Background: an optimization exercise with open tools, aiming at small area, a short achievable clock period and few clock cycles per item. Do not read the settings as production practice.
RTL that was checked went through simulation tests only; none was proved equivalent to the original.
For runs 2 and 3, only the layout was checked, not whether the RTL still works.
Power is estimated from default activity; no workload was simulated.

==> flow/design.v (outline; a module is shown in full before it is edited, if it fits) <==
// module fu_controller: 61 lines
// module operand_skew: 38 lines
// module pe_array: 2462 lines
// module leaky_relu_stage: 9 lines
// module maxpool_stage: 97 lines
// module conv_engine: 124 lines
module conv_engine (
	input  wire                                 clk,
	input  wire                                 rst_n,
	input  wire                                 start,
	input  wire [1:0]                           op,
	input  wire                                 in_valid,
	output logic                                in_ready,
	input  wire [4*16-1:0]       in_ifm,
	input  wire [4*16-1:0]       in_wgt,
	input  wire                                 in_last,
	output logic                                out_valid,
	input  wire                                 out_ready,
	output logic [4*16-1:0]      out_data,
	output logic                                out_last,
	output logic                                done
);
  // ...
==> flow/flow/run.sh <==
#!/bin/bash
set -euo pipefail
M=6.65
sed -e "s/SETUP_SLACK_MARGIN=[0-9.]*/SETUP_SLACK_MARGIN=$M/" \
    -e "s/\"\${@:-finish}\"/BUFFER_PORTS_ARGS='-buffer_cell sky130_fd_sc_hd__buf_1' \"\${@:-finish}\"/" \
    standard.sh > standard_tuned.sh
grep -q "SETUP_SLACK_MARGIN=$M" standard_tuned.sh
grep -q "BUFFER_PORTS_ARGS" standard_tuned.sh
bash standard_tuned.sh > standard.log 2>&1
==> flow/standard.sh <==
#!/bin/bash
# synth_recipe.tcl (not shown) runs the flow's synth.tcl, then flattens the netlist and writes it again
# the make line also repeats each setting of config.mk as NAME=value (left out here)
make -C /OpenROAD-flow-scripts/flow DESIGN_CONFIG=/design/flow/config.mk WORK_HOME=/design/flow/orfs CLKGATE_MAP_FILE= SYNTH_SCRIPT=/design/flow/synth_recipe.tcl "${@:-finish}"
==> flow/config.mk <==
export PLATFORM = sky130hd
export DESIGN_NAME = conv_engine
export DESIGN_NICKNAME = conv_engine
export VERILOG_FILES = /design/flow/design.v
export SDC_FILE = /design/flow/constraint.sdc
export NUM_CORES = 4
export LEC_CHECK = 0
export CAP_MARGIN = 20
export CORE_MARGIN = 2
export CORE_UTILIZATION = 70
export CTS_CLUSTER_DIAMETER = 100
export CTS_CLUSTER_SIZE = 24
export SETUP_SLACK_MARGIN = 5
export SLEW_MARGIN = 20
==> flow/constraint.sdc <==
create_clock -name core_clock -period 10.0 [get_ports {clk}]
set_input_delay 2.0000 -clock core_clock [delete_from_list [all_inputs] [get_ports {clk}]]
set_output_delay 2.0000 -clock core_clock [all_outputs]
set_load 0.01 [all_outputs]
==> reports/results.txt, run 1 <==
Post-synth EDFFs - 128
crit end category - flip-flop
DRC - 0
DRT antenna net count - 0
status - no timing/DRC/antenna violations
GR Layer Usage met1 - 49.7%
# IOs - 204
vias in the first global route - 31000
Unique masters post-synth - 74
final total power - 0.0175 W
hold depth - 0
max frequency - 0.300 GHz
Seq/total area - 30.1%
Adder-Cell Fraction of Synth Area - 28.0%
sequential cell count - 630
wire length on met2 - 48900 um
grt met3 use - 9.26%
CTS H-tree depth - 2
Worst path top cell family by delay - compound AO/OA/AOI/OAI gates
CTS tree - yes
Max Slew Vio Count - 0
WP data required - 10.47 ns
post-layout util - 76.2%
Period Utilization, post-route - 33.4%
gr ovfl total - 0
Arr. time, crit path - 3.81 ns
Post-Synthesis Cells - 4197
endpoints failing hold - 0
WL/cell - 22.6 um
FP Rows - 91
Testbench counts, summed over its fixed seeds: cycles 14,572, tiles 384.
==> module conv_engine, before the edit <==
module conv_engine (
	input  wire                                 clk,
	input  wire                                 rst_n,
	input  wire                                 start,
	input  wire [1:0]                           op,
	input  wire                                 in_valid,
	output logic                                in_ready,
	input  wire [4*16-1:0]       in_ifm,
	input  wire [4*16-1:0]       in_wgt,
	input  wire                                 in_last,
	output logic                                out_valid,
	input  wire                                 out_ready,
	output logic [4*16-1:0]      out_data,
	output logic                                out_last,
	output logic                                done
);
	localparam int N = 4;
	localparam int W = 16;
	logic [1:0]               row;
	logic                     take;
	logic                     take_last;
	logic [1:0]               cur_op;
	logic                     busy;
	logic                     clear;
	logic [7:0]               one_q;
	logic [7:0]               two_q;
	logic [7:0]               neg_q;
	logic [N-1:0][W-1:0]      y_q;
	logic                     last_q;
	logic [N-1:0][W-1:0]      s_hi;
	logic [N-1:0][W-1:0]      c_hi;
	logic [N-1:0]             c9;
	logic [N-1:0][W-1:0]      s_q;
	logic [N-1:0][W-1:0]      c_q;
	logic [N-1:0]             c9_q;
	logic                     plast_q;
	logic [N-1:0][W-1:0]      ring [N];
	logic [N-1:0]             fin_q;
	logic [1:0]               head_row;
	logic [1:0]               tail_row;
	fu_controller u_controller (
		.clk       (clk),
		.rst_n     (rst_n),
		.start     (start),
		.op        (op),
		.in_valid  (in_valid),
		.in_last   (in_last),
		.in_ready  (in_ready),
		.done      (done),
		.row       (row),
		.take      (take),
		.take_last (take_last),
		.cur_op    (cur_op),
		.busy      (busy),
		.clear     (clear)
	);
	operand_skew u_operands (
		.clk       (clk),
		.rst_n     (rst_n),
		.row       (row),
		.take      (take),
		.take_last (take_last),
		.ifm       (in_ifm),
		.wgt       (in_wgt),
		.one_q     (one_q),
		.two_q     (two_q),
		.neg_q     (neg_q),
		.y_q       (y_q),
		.last_q    (last_q)
	);
	pe_array u_mul (
		.b_one   (one_q),
		.b_two   (two_q),
		.b_neg   (neg_q),
		.y       (y_q),
		.s_hi    (s_hi),
		.c_hi    (c_hi),
		.c9      (c9)
	);
	always_ff @(posedge clk) begin
		s_q <= s_hi;
		c_q <= c_hi;
		c9_q <= c9;
	end
	assign head_row = row - 2'd2;
	assign tail_row = row - 2'd3;
	always_ff @(posedge clk) begin
		for (int c = 0; c < N; c++) begin
			ring[N-1][c] <= ring[0][c] + s_q[c] + c_q[c] + W'(c9_q[c]);
		end
		for (int r = 0; r < N - 2; r++) begin
			ring[r+1] <= ring[r+2];
		end
		ring[0] <= clear ? '0 : ring[1];
	end
	always_ff @(posedge clk or negedge rst_n) begin
		if (!rst_n) begin
			plast_q <= 1'b0;
			fin_q <= '0;
		end else begin
			plast_q <= last_q;
			if (start) begin
				fin_q <= '0;
			end else if (plast_q) begin
				fin_q[head_row] <= 1'b1;
			end
		end
	end
	maxpool_stage u_out (
		.clk       (clk),
		.rst_n     (rst_n),
		.start     (start),
		.busy      (busy),
		.op        (cur_op),
		.row_id    (tail_row),
		.row_final (fin_q[tail_row]),
		.row_data  (ring[N-1]),
		.out_valid (out_valid),
		.out_ready (out_ready),
		.out_data  (out_data),
		.out_last  (out_last),
		.done      (done)
	);
endmodule
==> run 2, diff against run 1 <==
--- a/flow/design.v
+++ b/flow/design.v
@@ -2785,5 +2785,11 @@
 	assign tail_row = row - 2'd3;
+	logic [N-1:0][W-1:0]      acc_s;
+	logic [N-1:0][W-1:0]      acc_c;
+	for (genvar c = 0; c < N; c++) begin : g_acc
+		assign acc_s[c] = ring[0][c] ^ s_q[c] ^ c_q[c];
+		assign acc_c[c] = (ring[0][c] & s_q[c]) | (ring[0][c] & c_q[c]) | (s_q[c] & c_q[c]);
+	end
 	always_ff @(posedge clk) begin
 		for (int c = 0; c < N; c++) begin
-			ring[N-1][c] <= ring[0][c] + s_q[c] + c_q[c] + W'(c9_q[c]);
+			ring[N-1][c] <= acc_s[c] + {acc_c[c][W-2:0], c9_q[c]};
 		end
--- a/flow/flow/run.sh
+++ b/flow/flow/run.sh
@@ -2,3 +2,3 @@
 set -euo pipefail
-M=6.65
+M=6.75
 sed -e "s/SETUP_SLACK_MARGIN=[0-9.]*/SETUP_SLACK_MARGIN=$M/" \
--- a/flow/config.mk
+++ b/flow/config.mk
@@ -9,4 +9,4 @@
 export CORE_MARGIN = 2
-export CORE_UTILIZATION = 70
-export CTS_CLUSTER_DIAMETER = 100
+export CORE_UTILIZATION = 60
+export CTS_CLUSTER_DIAMETER = 120
 export CTS_CLUSTER_SIZE = 24
==> reports/results.txt, run 2 <==
nets - 5196 (was 5107)
layout cells sized above 1 - 8.85% (was 7.40%)
# IOs - 204 (unchanged)
area share of the largest cell type after synthesis - 21.4% (was 21.7%)
area leader, netlist - dfxtp_1 (unchanged)
ANT cells - 0 (was 2)
worst skew pair latency - 0.65 ns (was 0.59 ns)
LEAKAGE - 20.1 nW (was 19.6 nW)
Largest register FFs - 256 (unchanged)
FP Rows - 99 (was 91)
Most flops, register - ring (unchanged)
Pint - 0.00962 W (was 0.00949 W)
sw frac - 46.1% (was 45.9%)
clock skew - 0.0284 ns (was 0.0227 ns)
status - no timing/DRC/antenna violations (unchanged)
Slew HR - 30.5% (was 29.6%)
Syn Std Cell Area - 44400 um2 (was 44000 um2)
CTS Hold Buffers Added - 0 (unchanged)
Reg2Reg Setup Slack - 6.77 ns (was 6.66 ns)
sequential share of power - 26.5% (was 26.8%)
commonest non-fill, non-tap cell in the layout - a22oi_1 (unchanged)
endpoints failing hold - 0 (unchanged)
Setup CP Type - reg -> reg (unchanged)
RSZ-0062 raised after global routing - true (unchanged)
CP startpoint kind - flip-flop (unchanged)
PortBufs - 203 (unchanged)
reg2reg end - c9_q[1] (was ring[3][46])
Hold Crit Start - ring[2][30] (was ring[2][42])
Initial Utilization - 60.8% (was 71.1%)
ys flop type - dfxtp_1 (unchanged)
root buffer cell - clkbuf_16 (unchanged)
max frequency - 0.310 GHz (was 0.300 GHz)
most frequent cells in the layout - a22oi_1 (447), xnor2_1 (438), inv_1 (392) (was a22oi_1 (450), xnor2_1 (443), inv_1 (386))
Yosys warnings - 6 (unchanged)
setup ws final - 6.77 ns (was 6.66 ns)
most common cell in the netlist - dfxtp_1 (unchanged)
Worst path top cell family by delay - adder cells (was compound AO/OA/AOI/OAI gates)
Arr. time, crit path - 3.75 ns (was 3.81 ns)
Net Switching - 0.00823 W (was 0.00805 W)
largest cells by area after synthesis - dfxtp_1 (21%), fa_1 (17%), ha_1 (11%), xnor2_1 (8.7%), edfxtp_1 (8.6%) (was dfxtp_1 (22%), fa_1 (17%), ha_1 (11%), xnor2_1 (8.8%), edfxtp_1 (8.7%))
CTS buffer count - 30 (was 34)
initial antenna violation count - 3 (was 2)
Crit-path slowest cell - fa_1 (unchanged)
fin crit period - 3.23 ns (was 3.34 ns)
Unique masters post-synth - 86 (was 74)
crit-path max cell delay - 0.54 ns (was 0.53 ns)
initial drt markers - 3742 (was 3455)
total power per unit cell area - 369 nW/um2 (was 372 nW/um2)
Avg Cell Area, Syn - 10.4 um2 (was 10.5 um2)
DR vias - 32200 (was 31500)
WHS Endpoint - ring[1][30] (was ring[1][42])
mean number of vias per cell - 6.10 (was 6.22)
setup_tns - 0 ns (unchanged)
Crit path top cell by count - fa_1 (unchanged)
Post-Synthesis Cells - 4255 (was 4197)
vias in the first global route - 32200 (was 31000)
Syn Nets - 5150 (was 5092)
hold depth - 0 (unchanged)
Setup WS pre-CTS - 5.86 ns (was 6.02 ns)
WL/cell - 23.9 um (was 22.6 um)
reg2reg start - u_operands.one_q[1] (was s_q[32])
largest net degree at the start of global routing - 67 (was 69)
register area share after synthesis - 31.6% (was 31.9%)
gr ovfl total - 0 (unchanged)
Post-synth EDFFs - 128 (unchanged)
Period Utilization, post-route - 32.3% (was 33.4%)
crit end category - flip-flop (unchanged)
gpl congestion - 0.892 (was 0.929)
ys async rst share - 4.13% (unchanged)
Worst-Margin Slew - 1.04 ns (was 1.05 ns)
CP Cell Sequence - buf_16 -> a22oi_1 -> xor2_1 -> fa_1 -> fa_1 -> inv_1 -> fa_1 -> ha_1 -> a21oi_1 -> o21ai_0 (was fa_1 -> ha_1 -> inv_1 -> fa_1 -> nor2b_1 -> o21ai_0 -> a21boi_1 -> o21ai_1 -> a21oi_2 -> a211oi_1 -> o41ai_2 -> a21oi_1 -> xnor2_1)
Max Slew Vio Count - 0 (unchanged)
gr usage total - 32.3% (was 34.9%)
CTS H-tree depth - 1 (was 2)
Clock power frac - 7.9% (was 8.7%)
Die Y-Extent - 276 um (was 255 um)
DRC - 0 (unchanged)
first-pass GRT wire length - 192000 um (was 175000 um)
DRT antenna net count - 0 (unchanged)
total clock sinks - 630 (unchanged)
Hold Path Class - reg -> reg (unchanged)
FF+latch count, synth - 630 (unchanged)
die span in x - 276 um (was 255 um)
Clock transition at path regs - 0.10 ns (about the same)
area grow syn2layout - 8.88% (was 7.17%)
CTS tree - yes (unchanged)
die area - 76300 um2 (was 64900 um2)
critical-path maximum fanout - 39 (was 3)
Reg2Reg Depth - 10 (was 13)
Bufs and invs on worst path - 2 (was 1)
fill count - 5908 (was 4276)
Peak VDD IR - 0.000235 V (was 0.000175 V)
Core Region - 73100 um2 (was 61900 um2)
instance count on the critical path - 10 (was 13)
CTS max path bufs - 3 (unchanged)
detailed placement HPWL - 80700 um (was 76400 um)
Detailed Routing Iterations Pass 1 - 7 (unchanged)
WL final - 126000 um (was 115000 um)
WP data required - 10.52 ns (was 10.47 ns)
Max Cap Viol - 0 (unchanged)
final setup violation count - 0 (unchanged)
commonest cells in the netlist - dfxtp_1 (476), a22oi_1 (451), xnor2_1 (439) (was dfxtp_1 (476), a22oi_1 (450), xnor2_1 (443))
combinational fraction of design power - 65.6% (was 64.5%)
-- run 2: cell types whose count changed after synthesis, moves of 10 or more --
cell / previous run / this run
o21ai_0: 116 / 106
nand2_1: 139 / 161
clkbuf_1: 229 / 239
a211oi_1: 13 / 24
nor3_1: 29 / 44
nand3_1: 37 / 26
a21oi_1: 152 / 124
mux2i_1: 49 / 22
nor2_1: 143 / 125
-- run 2: repair_timing --
item,4_1_cts,5_1_grt
setup endpoints to repair,254,170
pin swaps,3,16
cloned,6,7
resized for setup,173,106
setup buffers,49,22
-- run 2: cells by family after synthesis --
kind of cell	after synthesis	share of synthesized area, %
multiplexers	48	1.56
XOR/XNOR	603	11.9
AO/OA/AOI/OAI	928	14.7
flip-flops	630	31.6
adder cells (fa/ha/maj)	759	27.7
AND/OR/NAND/NOR	580	6.54
buffers and inverters	707	6.01
-- run 2: layer usage --
layer | up-vias | GRT usage [%] | part of all wire (%)
met1 | 15400 | 47.2 | 44
met3 | 331 | 6.04 | 10
met2 | 1831 | 48.2 | 42
li1 | 14700 | - | -
met5 | - | 0 | 0.010
met4 | 2 | 11.1 | 4.1
-- run 2: power by group through the flow --
stage               Clock (W)  Sequential [W]  Combinational [W]
finish                0.00140         0.00474             0.0117
global route          0.00153         0.00483             0.0132
CTS                   0.00144         0.00471             0.0114
detailed placement          0         0.00482             0.0109
global placement            0         0.00479             0.0106
floorplan                   0         0.00431            0.00835
-- run 2: how the worst max path moves through the flow --
stage                                    from                end  slack (ns)
final                     u_operands.one_q[1]            c9_q[1]        6.77
after global routing      u_operands.one_q[1]            c9_q[1]        6.67
after CTS                 u_operands.neg_q[4]            c9_q[1]        6.67
after detailed placement  u_operands.neg_q[4]            c9_q[1]        5.86
after global placement    u_operands.neg_q[4]            c9_q[1]        5.87
after floorplan                     out_ready  u_out.out_data[0]        6.31
-- run 2: cell type report --
class	instances	area [um2]	area share, %
clock buffers	46	853	1.76
well taps	959	1200	2.48
multi-input cells	2920	28100	58.0
clock inverters	2	17.5	0.0362
inverters	397	1500	3.10
flip-flops and latches	630	14300	29.5
repair buffers	322	2490	5.15
-- run 2: stage by stage --
stage	total power, W	cells	utilization (%)	instance area [um2]	hold WS [ns]
2_1_floorplan	0.0127	4255	-	44500	0.310
4_1_cts	0.0176	5247	65.3	47700	0.316
6_report	0.0178	5276	66.2	48400	0.309
5_1_grt	0.0196	5276	66.2	48400	0.328
3_3_place_gp	0.0154	5144	62.4	45600	0.310
3_5_place_dp	0.0157	5144	62.4	45600	0.312
==> module leaky_relu_stage, before the edit <==
module leaky_relu_stage (
	input  wire                   on,
	input  wire [16-1:0]  x,
	output logic [16-1:0] y
);
	logic signed [18:0] scaled;
	assign scaled = $signed({{3{x[15]}}, x}) * 19'sd5;
	assign y = (on && x[15]) ? {{6{scaled[18]}}, scaled[18:9]} : x;
endmodule
==> module maxpool_stage, before the edit <==
module maxpool_stage (
	input  wire                                  clk,
	input  wire                                  rst_n,
	input  wire                                  start,
	input  wire                                  busy,
	input  wire [1:0]                            op,
	input  wire [1:0]                            row_id,
	input  wire                                  row_final,
	input  wire [4-1:0][16-1:0]   row_data,
	output logic                                 out_valid,
	input  wire                                  out_ready,
	output logic [4-1:0][16-1:0]  out_data,
	output logic                                 out_last,
	output logic                                 done
);
	logic                                 pool_on;
	logic                                 leaky_on;
	logic [1:0]                           word_q;
	logic                                 sent_q;
	logic                                 ev_fin_q;
	logic [1:0][16-1:0]           ev_q;
	logic [1:0][16-1:0]           evl_q;
	logic [4-1:0][16-1:0]  row_act;
	logic [4-1:0][16-1:0]  word;
	logic                                 word_ok;
	logic                                 load;
	function automatic logic gt(input logic [16-1:0] a, input logic [16-1:0] b);
		gt = $signed(a) > $signed(b);
	endfunction
	assign pool_on = (op == 2'd2);
	assign leaky_on = (op == 2'd1) || (op == 2'd2);
	for (genvar c = 0; c < 4; c++) begin : g_act
		leaky_relu_stage u_act (.on(leaky_on), .x(row_data[c]), .y(row_act[c]));
	end
	always_comb begin
		word = row_act;
		if (pool_on) begin
			word = '0;
			for (int j = 0; j < 2; j++) begin
				if (gt(ev_q[j], row_data[2*j]) && gt(ev_q[j], row_data[2*j+1])) begin
					word[j] = evl_q[j];
				end else if (gt(row_data[2*j+1], row_data[2*j])) begin
					word[j] = row_act[2*j+1];
				end else begin
					word[j] = row_act[2*j];
				end
			end
		end
	end
	assign word_ok = busy && !sent_q && row_final &&
		(pool_on ? (row_id == {word_q[0], 1'b1}) && ev_fin_q : (row_id == word_q));
	assign load = word_ok && (!out_valid || out_ready);
	always_ff @(posedge clk) begin
		if (!row_id[0]) begin
			for (int j = 0; j < 2; j++) begin
				if (gt(row_data[2*j+1], row_data[2*j])) begin
					ev_q[j] <= row_data[2*j+1];
					evl_q[j] <= row_act[2*j+1];
				end else begin
					ev_q[j] <= row_data[2*j];
					evl_q[j] <= row_act[2*j];
				end
			end
		end
		if (load) begin
			out_data <= word;
		end
	end
	always_ff @(posedge clk or negedge rst_n) begin
		if (!rst_n) begin
			ev_fin_q <= 1'b0;
			word_q <= '0;
			sent_q <= 1'b0;
			out_valid <= 1'b0;
			out_last <= 1'b0;
			done <= 1'b0;
		end else begin
			if (!row_id[0]) begin
				ev_fin_q <= row_final;
			end
			done <= out_valid && out_ready && out_last;
			if (start) begin
				word_q <= '0;
				sent_q <= 1'b0;
			end else if (load) begin
				word_q <= word_q + 1'b1;
				sent_q <= pool_on ? word_q[0] : (word_q == 2'd3);
			end
			if (load) begin
				out_valid <= 1'b1;
				out_last <= pool_on ? word_q[0] : (word_q == 2'd3);
			end else if (out_ready) begin
				out_valid <= 1'b0;
			end
		end
	end
endmodule
==> run 3, diff against run 2 <==
--- a/flow/design.v
+++ b/flow/design.v
@@ -2592,5 +2592,8 @@
 );
-	logic signed [18:0] scaled;
-	assign scaled = $signed({{3{x[15]}}, x}) * 19'sd5;
-	assign y = (on && x[15]) ? {{6{scaled[18]}}, scaled[18:9]} : x;
+	logic        neg;
+	logic [17:0] scaled;
+	assign neg = on && x[15];
+	assign scaled = {x, 2'b00} + {{2{x[15]}}, x};
+	assign y[15:9] = x[15:9] | {7{neg}};
+	assign y[8:0] = neg ? scaled[17:9] : x[8:0];
 endmodule
@@ -2626,3 +2629,12 @@
 	function automatic logic gt(input logic [16-1:0] a, input logic [16-1:0] b);
-		gt = $signed(a) > $signed(b);
+		logic [16-1:0] ua;
+		logic [16-1:0] nb;
+		logic                  cy;
+		ua = {~a[16-1], a[16-2:0]};
+		nb = ~{~b[16-1], b[16-2:0]};
+		cy = 1'b0;
+		for (int i = 0; i < 16; i++) begin
+			cy = (ua[i] & nb[i]) | ((ua[i] | nb[i]) & cy);
+		end
+		gt = cy;
 	endfunction
@@ -2652,11 +2664,9 @@
 	always_ff @(posedge clk) begin
-		if (!row_id[0]) begin
-			for (int j = 0; j < 2; j++) begin
-				if (gt(row_data[2*j+1], row_data[2*j])) begin
-					ev_q[j] <= row_data[2*j+1];
-					evl_q[j] <= row_act[2*j+1];
-				end else begin
-					ev_q[j] <= row_data[2*j];
-					evl_q[j] <= row_act[2*j];
-				end
+		for (int j = 0; j < 2; j++) begin
+			if (gt(row_data[2*j+1], row_data[2*j])) begin
+				ev_q[j] <= row_data[2*j+1];
+				evl_q[j] <= row_act[2*j+1];
+			end else begin
+				ev_q[j] <= row_data[2*j];
+				evl_q[j] <= row_act[2*j];
 			end
@@ -2676,5 +2686,3 @@
 		end else begin
-			if (!row_id[0]) begin
-				ev_fin_q <= row_final;
-			end
+			ev_fin_q <= row_final;
 			done <= out_valid && out_ready && out_last;
@@ -2785,11 +2793,5 @@
 	assign tail_row = row - 2'd3;
-	logic [N-1:0][W-1:0]      acc_s;
-	logic [N-1:0][W-1:0]      acc_c;
-	for (genvar c = 0; c < N; c++) begin : g_acc
-		assign acc_s[c] = ring[0][c] ^ s_q[c] ^ c_q[c];
-		assign acc_c[c] = (ring[0][c] & s_q[c]) | (ring[0][c] & c_q[c]) | (s_q[c] & c_q[c]);
-	end
 	always_ff @(posedge clk) begin
 		for (int c = 0; c < N; c++) begin
-			ring[N-1][c] <= acc_s[c] + {acc_c[c][W-2:0], c9_q[c]};
+			ring[N-1][c] <= ring[0][c] + s_q[c] + c_q[c] + W'(c9_q[c]);
 		end
--- a/flow/flow/run.sh
+++ b/flow/flow/run.sh
@@ -2,3 +2,3 @@
 set -euo pipefail
-M=6.75
+M=6.65
 sed -e "s/SETUP_SLACK_MARGIN=[0-9.]*/SETUP_SLACK_MARGIN=$M/" \
==> reports/results.txt, run 3 <==
status - no timing/DRC/antenna violations (unchanged)
ys async rst share - 4.14% (was 4.13%)
FF+latch count, synth - 628 (was 630)
WL final - 118000 um (was 126000 um)
nets - 4874 (was 5196)
area share of the largest cell type after synthesis - 25.7% (was 21.4%)
Clock transition at path regs - 0.09 ns (was 0.10 ns)
DR vias - 30700 (was 32200)
Most flops, register - ring (unchanged)
CTS max path bufs - 3 (unchanged)
Max Cap Viol - 0 (unchanged)
# IOs - 204 (unchanged)
Reg2Reg Setup Slack - 6.70 ns (was 6.77 ns)
commonest cells in the netlist - dfxtp_1 (538), a22oi_1 (444), inv_1 (432) (was dfxtp_1 (476), a22oi_1 (451), xnor2_1 (439))
Post-synth EDFFs - 64 (was 128)
Syn Nets - 4848 (was 5150)
Post-Synthesis Cells - 4101 (was 4255)
Arr. time, crit path - 3.83 ns (was 3.75 ns)
Yosys warnings - 6 (unchanged)
RSZ-0062 raised after global routing - true (unchanged)
Largest register FFs - 256 (unchanged)
vias in the first global route - 31700 (was 32200)
LEAKAGE - 18.5 nW (was 20.1 nW)
initial drt markers - 2998 (was 3742)
gpl congestion - 0.923 (was 0.892)
Die Y-Extent - 268 um (was 276 um)
Detailed Routing Iterations Pass 1 - 9 (was 7)
Period Utilization, post-route - 33.0% (was 32.3%)
CTS buffer count - 31 (was 30)
most common cell in the netlist - dfxtp_1 (unchanged)
total power per unit cell area - 362 nW/um2 (was 369 nW/um2)
Setup crit end - c_q[5] (was c9_q[1])
WL/cell - 23.4 um (was 23.9 um)
Core Region - 68800 um2 (was 73100 um2)
total clock sinks - 628 (was 630)
largest cells by area after synthesis - dfxtp_1 (26%), fa_1 (18%), a22oi_1 (8.0%), xnor2_1 (7.8%), ha_1 (7.0%) (was dfxtp_1 (21%), fa_1 (17%), ha_1 (11%), xnor2_1 (8.7%), edfxtp_1 (8.6%))
fin crit period - 3.30 ns (was 3.23 ns)
Setup WS pre-CTS - 5.92 ns (was 5.86 ns)
final setup violation count - 0 (unchanged)
most frequent cells in the layout - a22oi_1 (444), dfxtp_1 (443), inv_1 (431) (was a22oi_1 (447), xnor2_1 (438), inv_1 (392))
largest net degree at the start of global routing - 69 (was 67)
DRC - 0 (unchanged)
area grow syn2layout - 8.30% (was 8.88%)
CTS Hold Buffers Added - 0 (unchanged)
clock skew - 0.0386 ns (was 0.0284 ns)
Hold Path Class - reg -> reg (unchanged)
Avg Cell Area, Syn - 10.2 um2 (was 10.4 um2)
die span in x - 268 um (was 276 um)
initial antenna violation count - 1 (was 3)
Reg2Reg Depth - 7 (was 10)
CTS tree - yes (unchanged)
first-pass GRT wire length - 179000 um (was 192000 um)
ANT cells - 0 (unchanged)
reg2reg end - c_q[5] (was c9_q[1])
endpoints failing hold - 0 (unchanged)
worst skew pair latency - 0.66 ns (was 0.65 ns)
PortBufs - 203 (unchanged)
CTS H-tree depth - 1 (unchanged)
commonest non-fill, non-tap cell in the layout - a22oi_1 (unchanged)
Slew HR - 24.5% (was 30.5%)
FP Rows - 96 (was 99)
ys flop type - dfxtp_1 (unchanged)
beginning of the critical path - u_operands.neg_q[1] (was u_operands.one_q[1])
DRT antenna net count - 0 (unchanged)
area leader, netlist - dfxtp_1 (unchanged)
Peak VDD IR - 0.000220 V (was 0.000235 V)
Unique masters post-synth - 81 (was 86)
critical-path maximum fanout - 26 (was 39)
Max Slew Vio Count - 0 (unchanged)
root buffer cell - clkbuf_16 (unchanged)
gr ovfl total - 0 (unchanged)
layout cells sized above 1 - 8.89% (was 8.85%)
Initial Utilization - 60.8% (about the same)
CP startpoint kind - flip-flop (unchanged)
Setup CP Type - reg -> reg (unchanged)
mean number of vias per cell - 6.06 (was 6.10)
reg2reg start - u_operands.neg_q[1] (was u_operands.one_q[1])
die area - 71900 um2 (was 76300 um2)
detailed placement HPWL - 78400 um (was 80700 um)
WP data required - 10.53 ns (was 10.52 ns)
setup_tns - 0 ns (unchanged)
gr usage total - 32.1% (was 32.3%)
register area share after synthesis - 31.9% (was 31.6%)
setup ws final - 6.70 ns (was 6.77 ns)
crit end category - flip-flop (unchanged)
Syn Std Cell Area - 41800 um2 (was 44400 um2)
max frequency - 0.303 GHz (was 0.310 GHz)
Worst-Margin Slew - 1.12 ns (was 1.04 ns)
[run 3: changes by cell type in the layout (fill, tap and decap cells not counted), sizes merged, moves of 42 or more]
cell    change
ha        -148
xnor2      -65
edfxtp     -64
dfxtp      +62
nor2       +54
xor2       +51
inv        +42
[run 3: worst min-delay path by stage]
stage	startpoint	endpoint	slack, ns	cells after the start
final	ring[2][53]	ring[1][53]	0.33	0
after global routing	ring[2][53]	ring[1][53]	0.34	0
after CTS	ring[2][7]	ring[1][7]	0.33	0
after detailed placement	ring[2][49]	ring[1][49]	0.31	0
after global placement	ring[2][51]	ring[1][51]	0.31	0
after floorplan	ring[2][0]	ring[1][0]	0.31	0
[run 3: what timing repair did]
action / CTS / global route
endpoints found under the setup margin: 240 / 176
gates resized for setup: 122 / 164
pin swaps: 15 / 33
gates cloned: 0 / 7
setup buffers: 27 / 29
[run 3: per-stage QoR]
step	utilization (%)	instances	total power [W]	hold WS [ns]	instance area, um2
3_5_place_dp	62.3	4962	0.0142	0.312	42900
3_3_place_gp	62.3	4962	0.0138	0.310	42900
6_report	65.8	5071	0.0164	0.331	45300
2_1_floorplan	-	4101	0.0113	0.310	41900
4_1_cts	64.6	5035	0.0159	0.328	44500
5_1_grt	65.8	5071	0.0179	0.339	45300
[run 3: logic make-up after synthesis]
kind of cell | synth area share (%)
and+or+nand+nor | 6.53
xor gates and xnor gates | 12.3
muxes | 2.51
buffers and inverters | 6.72
DFF | 31.9
AOI/OAI and AO/OA | 14.2
adders and majority gates | 25.8
[run 3: final cells by class]
cell class / count / area (um2)
flip-flops and latches: 628 / 13500
fillers: 5529 / 23500
repair buffers: 298 / 2030
clock buffers: 41 / 835
multi-input cells: 2733 / 26100
well taps: 931 / 1160
inverters: 435 / 1650
clock inverters: 5 / 56.3
[run 3: power by group]
group	internal, W	switching [W]
clock network	0.000593	0.000817
logic	0.00462	0.00580
registers	0.00370	0.000892
total	0.00891	0.00751
[run 3: routing by layer]
| metal | vias up | track usage [%] | wire length [um] |
|---|---|---|---|
| li1 | 13700 | - | - |
| met1 | 15000 | 44.9 | 50500 |
| met2 | 1672 | 49.6 | 51900 |
| met3 | 273 | 6.78 | 11900 |
| met4 | 2 | 10.7 | 4020 |
| met5 | - | 0 | 13 |
[run 3: worst max-delay path, stage by stage (launching register included)]
cell and delay, ns:
dfxtp_4 0.62, buf_16 0.28, xor2_1 0.24, fa_1 0.49, fa_1 0.44, fa_1 0.59
inv_1 0.07, fa_1 0.43

separate check: timing with driven ports:
The results above use ideal ports. As a check the final layouts listed here were re-extracted and re-timed, cells and wires unchanged.
Step 1, drivers: a clkbuf_16 drives clk and a buf_2 each remaining input, both assumed.
Step 2 moves the port delays by t, midway between the first and last clock arrival at a register: inputs arrive t later, outputs are due t later. That takes back most of the time a late clock gives input paths.
Three values: ideal ports, drivers, drivers and shift; two values: the first two.
| run | t, ns | slack for setup (ns) | hold WS [ns] | latest minus earliest clock arrival (ns) | worst register clock-pin slew, ns |
|---|---|---|---|---|---|
| run 1 | 0.653 | 6.665 / 6.665 / 6.426 | 0.322 / 0.322 / 0.322 | 0.025 / 0.025 | 0.10 / 0.10 |
| run 2 | 0.702 | 6.771 / 6.726 / 6.501 | 0.309 / 0.309 / 0.309 | 0.032 / 0.032 | 0.11 / 0.11 |
| run 3 | 0.710 | 6.700 / 6.667 / 6.511 | 0.331 / 0.331 / 0.331 | 0.041 / 0.041 | 0.11 / 0.11 |
After both steps setup and hold are still met in every run listed. For run 2, which loses most, drivers alone change the setup slack by -0.045 ns; drivers and shift together by -0.270 ns.
